This design comes from an exercise in tuning for small area, a short achievable clock period and few clock cycles on the open sky130 flow, not from production work.
At most, simulation tests tie the RTL to the original design; equivalence was not proved.

v6:
==> flow/design.v (excerpt) <==
module systematic_resampler #(
    parameter int MAX_PARTICLES = 64,
    parameter int WEIGHT_BITS   = 16,
    parameter int OFFSET_BITS   = 16
) (
    input  logic                                       i_clk,
    input  logic                                       i_rst_n,
    input  logic                                       s_axis_tvalid,
    output logic                                       s_axis_tready,
    input  logic [((WEIGHT_BITS+OFFSET_BITS+7)/8)*8-1:0] s_axis_tdata,
    input  logic                                       s_axis_tlast,
    output logic                                       m_axis_tvalid,
    input  logic                                       m_axis_tready,
    output logic [rsmp_pkg::OUT_DW-1:0]                m_axis_tdata,
    output logic                                       m_axis_tlast,
    output logic                                       m_axis_tuser
);
For scale: ~1500 flip-flops, ~49 I/O pins, about 71000 um^2 of cells after synthesis.
Settings: LEC_CHECK=0, CAP_MARGIN=20, CORE_MARGIN=2, CORE_UTILIZATION=50, SETUP_SLACK_MARGIN=4.5, SLEW_MARGIN=20, TNS_END_PERCENT=100; clock period 8.0 ns.
run.sh (not shown) runs the stock make flow with config.mk's settings and CLKGATE_MAP_FILE= SYNTH_SCRIPT=/design/flow/synth_recipe.tcl, a recipe that flattens the netlist after the stock synthesis.
Testbench counts of v6, summed over its fixed seeds: cycles 9,208.
Here is what was changed in the inputs of v7 compared with v6.
--- a/flow/design.v
+++ b/flow/design.v
@@ -70,15 +70,15 @@
     logic        m_fc;           
     logic [22:0] m_D;            
     logic [21:0] m_T;            
     logic [15:0] m_r;
     logic [3:0]  m_lx, m_ly;     
     logic [3:0]  m_dig;          
     logic [3:0]  m_nxt;          
-    logic [22:0] m_S, m_C;       
+    logic [25:0] m_S, m_C;       
     logic        m_st;           
     logic        pf_sel;
     logic [6:0]  pf_idx;
     logic [6:0]  pf_base;        
     logic        pf_par;
     logic        r1_v;
     logic [15:0] r1_w;
@@ -258,15 +258,14 @@
     logic        m_lc;           
     logic        m_take;         
     logic        m_early;        
     logic        land0;          
     assign m_tgt = w_busy || w_fin;
     assign m_tv  = m_tgt ? q1v : q0v;
     assign m_tz  = m_tgt ? q1z : q0z;
-    assign m_T   = m_tgt ? q1T : q0T;
     assign m_r   = m_tgt ? q1r : q0r;
     always_comb begin
         case (m_cnt[1:0])
             2'd0: m_nxt = m_r[7:4];
             2'd1: m_nxt = m_r[11:8];
             default: m_nxt = m_r[15:12];
         endcase
@@ -317,28 +316,34 @@
         end
         if (m_busy && (m_cnt == 3'd4)) begin
             m_fc  <= m_lc;
             m_st  <= m_st || (m_low[3:0] != 4'd0);
         end else if (m_busy && (m_cnt == 3'd5)) begin
             m_D   <= ksadd(di_x, di_y, 1'b0);
         end else if (m_busy) begin
-            m_S   <= m_x4[26:4];
-            m_C   <= m_y4[26:4];
+            m_S   <= m_x4[29:4];
+            m_C   <= m_y4[29:4];
             m_lx  <= m_x4[3:0];
             m_ly  <= m_y4[3:0];
             m_st  <= m_st || (m_low[3:0] != 4'd0);
             m_dig <= m_nxt;
         end else if (!m_done) begin
             m_cnt <= 3'd0;
             m_S   <= '0;
             m_C   <= '0;
             m_lx  <= '0;
             m_ly  <= '0;
             m_st  <= 1'b0;
-            m_dig <= (m_tv && !m_tz) ? m_r[3:0] : in_r[3:0];
+            if (m_tv && !m_tz) begin
+                m_dig <= m_r[3:0];
+                m_T   <= m_tgt ? q1T : q0T;
+            end else begin
+                m_dig <= in_r[3:0];
+                m_T   <= job_T;
+            end
         end
     end
     logic        head_ok;
     logic        adv;
     logic [22:0] nw, nT;
     logic [22:0] s1, s2, s3;
     logic        emit_c;
==> summary.txt <==
- Post-CTS resize count (v7 over v6): decrease, 43
- Looking at cell area across both flows, v7 is the weaker of the two, with v6 ahead.
- sky130_fd_sc_hd__fa_2 as the cell at the slowest stage of the critical path was reported by v7, and sky130_fd_sc_hd__clkdlybuf4s50_1 by v6.
- Looking at startpoint of the most critical setup path, the w_d[0] result is from v7; the o_i[1] one comes from v6.
- Per the comparison of v7 with v6, global-route total usage across every layer decreased by 1.0 points relative to the old numbers; area of placed instances increased by about 1.1% relative to the old numbers.
- Compared with v6, v7 is more frugal on power.
- v7 vs. v6: worst setup slack shows a reduction of 0.11 ns, critical path depth increased by 12 relative to the old numbers.
- Compared with v6, mapped cell area in v7 increased slightly.
Testbench counts of v7, summed over its fixed seeds: cycles 9,208.

---

== cedar ==
Another version of the RTL of systematic_resampler (not shown whole).
Size: about 49 I/O pins, ~64000 µm² of cells after synthesis.
clock: 8.0 ns
lec_check: 0
abc_clock_period_in_ps: 2500
cap_margin: 20
core_margin: 2
core_utilization: 60
setup_slack_margin: 5
slew_margin: 20
tns_end_percent: 100
cedar | stages: all done | timing, DRC, antenna: all pass
Testbench counts of cedar, summed over its fixed seeds: cycles 9,660.
The following lists how fjord was set up differently from cedar:
--- a/flow/design.v
+++ b/flow/design.v
@@ -67,25 +67,24 @@
     logic [6:0]  wp;             
     logic [6:0]  pf_ptr;         
     logic [6:0]  f_cnt;
     logic [21:0] f_T;
     logic        f_nz;
     logic        f_hold;         
     logic        q0v, q1v;
     logic [6:0]  q0n, q1n;
     logic [21:0] q0T, q1T;
     logic [15:0] q0r, q1r;
     logic        q0z, q1z;
     logic        m_busy, m_done;
-    logic [1:0]  m_cnt;
     logic [21:0] m_acc;
     logic        m_st;
     logic        pf_sel;
     logic [6:0]  pf_idx;
     logic        pf_par;
     logic        r1_v;
     logic [15:0] r1_w;
     logic [5:0]  r1_idx;
     logic        r1_par;
     logic [6:0]  r1_n;
     logic        e0v, e1v;
     logic [21:0] e0w, e1w;
@@ -211,63 +210,60 @@
         if (!i_rst_n) begin
             r_tready <= 1'b0;
         end else begin
             r_tready <= (drop_next || ((8'(used) + 8'(in_fire) + 8'(fire_now)) <= 8'd63))
                      && !hold_next
                      && !(fire_now && s_axis_tlast && qfull_next);
         end
     end
     logic        m_tgt;          
     logic        m_tv, m_tz;
     logic [21:0] m_T;
     logic [15:0] m_r;
-    logic [3:0]  m_nib;
-    logic [25:0] m_sum;
+    logic [2:0]  m_cnt;
+    logic [23:0] m_sum;
     logic        m_take;         
     assign m_tgt = w_busy;
     assign m_tv  = m_tgt ? q1v : q0v;
     assign m_tz  = m_tgt ? q1z : q0z;
-    assign m_T   = m_tgt ? q1T : q0T;
-    assign m_r   = m_tgt ? q1r : q0r;
-    always_comb begin
-        case (m_cnt)
-            2'd0: m_nib = m_r[3:0];
-            2'd1: m_nib = m_r[7:4];
-            2'd2: m_nib = m_r[11:8];
-            default: m_nib = m_r[15:12];
-        endcase
-    end
-    assign m_sum = 26'(m_acc) + 26'(m_T) * 26'(m_nib);
+    assign m_sum = 24'(m_acc) + (m_r[0] ? 24'(m_T) : 24'd0)
+                 + (m_r[1] ? {1'b0, m_T, 1'b0} : 24'd0);
     always_ff @(posedge i_clk) begin
         if (!i_rst_n) begin
             m_busy <= 1'b0;
             m_done <= 1'b0;
         end else begin
             if (m_busy) begin
-                m_acc <= m_sum[25:4];
-                m_st  <= m_st || (m_sum[3:0] != 4'd0);
-                m_cnt <= m_cnt + 2'd1;
-                if (m_cnt == 2'd3) begin
+                m_cnt <= m_cnt + 3'd1;
+                if (m_cnt == 3'd7) begin
                     m_busy <= 1'b0;
                     m_done <= 1'b1;
                 end
             end else if (m_take) begin
                 m_done <= 1'b0;
             end else if (!m_done && m_tv && !m_tz) begin
                 m_busy <= 1'b1;
-                m_cnt  <= 2'd0;
-                m_acc  <= '0;
-                m_st   <= 1'b0;
             end
         end
+        if (m_busy) begin
+            m_acc <= m_sum[23:2];
+            m_st  <= m_st || (m_sum[1:0] != 2'd0);
+            m_r   <= m_r >> 2;
+        end else if (!m_done) begin
+            m_cnt <= 3'd0;
+            m_acc <= '0;
+            m_st  <= 1'b0;
+            m_T   <= m_tgt ? q1T : q0T;
+            m_r   <= m_tgt ? q1r : q0r;
+        end
     end
     logic        head_ok;
     logic        adv;
     logic signed [22:0] s1, s2, s3, a_d;
     logic        emit_c;
     logic        emit;
     logic        w_last;
     logic [5:0]  j_new;
     logic        zemit;
     logic        start_q0;       
     logic        start_q1;       
     logic signed [22:0] d_init;
Results
Number of different library cells in the post-synthesis netlist: fjord and cedar compared, higher one is fjord. Comparing number of antenna repair diodes for fjord and cedar, the bigger number came from cedar. fjord gives more final worst-path setup slack than cedar did. The critical path launch point comes out m_cnt[1]$_SDFFCE_PN0P_ in one run and r1_n[2]$_DFF_P_ in the other, namely in cedar and fjord respectively. What fjord reported for layout clock buffer count has to be multiplied by 0.912 to get the figure for cedar. The met3 track demand over resource in global routing number comes out lower for fjord vs cedar.
Only the layout flow was run in fjord; the RTL was not checked for function there.

[separate check: timing with driven ports]
The results above use ideal ports. As a check the final layouts listed here were re-extracted and re-timed, cells and wires unchanged. Step 1 (the two cells are an assumption about what drives the block):
set clk [get_ports {i_clk}]
set_driving_cell -lib_cell sky130_fd_sc_hd__clkbuf_16 $clk
set_driving_cell -lib_cell sky130_fd_sc_hd__buf_2 [delete_from_list [all_inputs] $clk]
Step 2, shift: input delay + t, output delay - t, t = (earliest + latest rising clock arrival at the registers) / 2. This alone moves slack from input paths to output paths. Three values: no drivers, after step 1, after step 2; two values: the first two.
run | t (ns) | slack for setup (ns) | worst register clock-pin slew, ns | worst data-port slew with drivers (ns)
v6 | 0.852 | 4.567 / 4.481 / 3.910 | 0.07 / 0.07 | 0.09
v7 | 0.856 | 4.461 / 4.461 / 4.218 | 0.06 / 0.06 | 0.05
cedar | 0.829 | 2.469 / 2.469 / 2.469 | 0.07 / 0.07 | 0.05
fjord | 0.819 | 3.042 / 3.042 / 3.042 | 0.07 / 0.07 | 0.05
After both steps every run listed still meets setup and hold. The setup slack of v6, which loses most, moves by -0.086 ns with the drivers and by -0.657 ns with both steps.
